What follows belongs to an exercise in optimizing a design on an open flow for small area, a short achievable clock period and few clock cycles per item; a production flow would make more cautious choices. Only simulation tests tie the RTL to the original design; equivalence was not proved. Power and IR drop assume default switching activity.

==> job 1081: inputs <==
## scancode_event_stack
module scancode_event_stack
#(
    parameter int DEPTH = 512
)
(
    input  logic        clk,
    input  logic        rst_n,
    input  logic        req_valid,
    output logic        req_stall,
    input  logic [9:0]  req,
    output logic        rsp_valid,
    input  logic        rsp_stall,
    output logic [13:0] rsp
);
    logic        take;
    logic        act_push, act_pop, act_hold, act_clear;
    logic [11:0] act_evt;
    logic        res_valid, res_data, res_wait;
    logic [11:0] top_evt;
    logic [11:0] e;
    logic [13:0] res_word;
    scev_front u_front
    (
        .clk       (clk),
        .rst_n     (rst_n),
        .req_valid (req_valid),
        .req       (req),
        .req_stall (req_stall),
        .take      (take),
        .act_push  (act_push),
        .act_pop   (act_pop),
        .act_hold  (act_hold),
        .act_clear (act_clear),
        .act_evt   (act_evt),
        .res_valid (res_valid),
        .res_data  (res_data),
        .res_wait  (res_wait)
    );
    scev_back u_back
    (
        .clk      (clk),
        .rst_n    (rst_n),
        .act_push (act_push),
        .act_pop  (act_pop),
        .act_clear(act_clear),
        .act_evt  (act_evt),
        .top_evt  (top_evt)
  ...
Settings: LEC_CHECK=0, CAP_MARGIN=20, CORE_MARGIN=2, CORE_UTILIZATION=60, CTS_CLUSTER_DIAMETER=60, CTS_CLUSTER_SIZE=24, SETUP_SLACK_MARGIN=3.0, SLEW_MARGIN=20, SYNTH_MEMORY_MAX_BITS=16384; clock period 5.5 ns.
run.sh (not shown) runs the stock make flow with config.mk's settings and CLKGATE_MAP_FILE= SYNTH_SCRIPT=/design/flow/synth_recipe.tcl, a recipe that flattens the netlist after the stock synthesis.
==> inputs of job 6494, as changes to job 1081 <==
- CORE_UTILIZATION: 60 -> 50
- CTS_CLUSTER_DIAMETER: 60 -> unset
- CTS_CLUSTER_SIZE: 24 -> unset
- SETUP_SLACK_MARGIN: 3.0 -> 2.5
==> inputs of job 9089, as changes to job 1081 <==
- CTS_CLUSTER_DIAMETER: 60 -> unset
- CTS_CLUSTER_SIZE: 24 -> unset
==> comparison table <==
Run status: job 9089 timing/DRC/antenna clean; job 1081 timing/DRC/antenna clean; job 6494 timing/DRC/antenna clean
Final clock period utilization by the worst path: job 9089 72.3%; job 1081 71.7%; job 6494 70.3%
Postcts setup bufs: job 9089 402; job 1081 384; job 6494 167
Clock network fraction of total power: job 9089 25.9%; job 1081 23.0%; job 6494 26.9%
Timing-limited maximum frequency: job 9089 0.252 GHz; job 1081 0.254 GHz; job 6494 0.258 GHz
Critical path fanouts, max: job 9089 6; job 1081 28; job 6494 11
Buffering overhead: job 9089 6.98%; job 1081 7.29%; job 6494 5.37%
Post-route worst hold slack: job 9089 151 ps; job 1081 187 ps; job 6494 111 ps
Layout overhead on the synthesized area: job 9089 19.5%; job 1081 18.4%; job 6494 17.8%
Routed length on met1: job 9089 286000 um; job 1081 285000 um; job 6494 289000 um
Top Consumer: job 9089 combinational logic; job 1081 combinational logic; job 6494 sequential cells
Setup slack, reg-to-reg: job 9089 1530 ps; job 1081 1560 ps; job 6494 1630 ps
Number of buffers added by the clock tree synthesis step: job 9089 625; job 1081 452; job 6494 635
Net switching share of the total power: job 9089 35.3%; job 1081 37.2%; job 6494 35.4%
Number of nets in the final layout: job 9089 13.2k; job 1081 13.1k; job 6494 12.9k
Power in the clock group: job 9089 0.0412 W; job 1081 0.0358 W; job 6494 0.0424 W
Launching instance or port of the critical path: job 9089 u_back.ra_reg[3]$_DFFE_PN1P_; job 1081 u_back.ra_reg[4]$_DFFE_PN1P_; job 6494 u_back.ra_reg[5]$_DFFE_PN1P_
Worst Setup EP: job 9089 u_back.top_reg[10]$_DFFE_PP_; job 1081 u_back.top_reg[8]$_DFFE_PP_; job 6494 u_back.top_reg[3]$_DFFE_PP_
Total die area: job 9089 407000 um^2; job 1081 407000 um^2; job 6494 488000 um^2
Share of the final layout cell area in multi-input gates: job 9089 19.1%; job 1081 19.4%; job 6494 18.9%
Power of the combinational group: job 9089 0.0605 W; job 1081 0.0620 W; job 6494 0.0577 W
Testbench counts of job 1081, summed over its fixed seeds: cycles 32,016, items 32,000.
Testbench counts of job 6494, summed over its fixed seeds: cycles 32,016, items 32,000.
Testbench counts of job 9089, summed over its fixed seeds: cycles 32,016, items 32,000.

## afterwards: timing with drivers on the ports
Ports are ideal in the flow. The routed layouts listed here were re-timed in OpenROAD. Step 1, drivers: a clkbuf_16 drives clk and a buf_2 each remaining input, both assumed. Step 2 adds t to the input delays and takes it off the output delays; t is the mean of the earliest and latest rising clock arrival at the registers after step 1. Input paths then give back, and output paths get back, about the clock's delay inside the block. a / b / c = ideal / step 1 / step 2; a / b = the first two.
run | t (ns) | setup WS [ns] | pins driven straight from the clock port
job 1081 | 1.169 | 1.558 / 1.558 / 1.558 | 1
job 6494 | 1.216 | 1.631 / 1.631 / 1.631 | 1
job 9089 | 1.190 | 1.525 / 1.525 / 1.525 | 1
After both steps setup and hold are still met in every run listed.
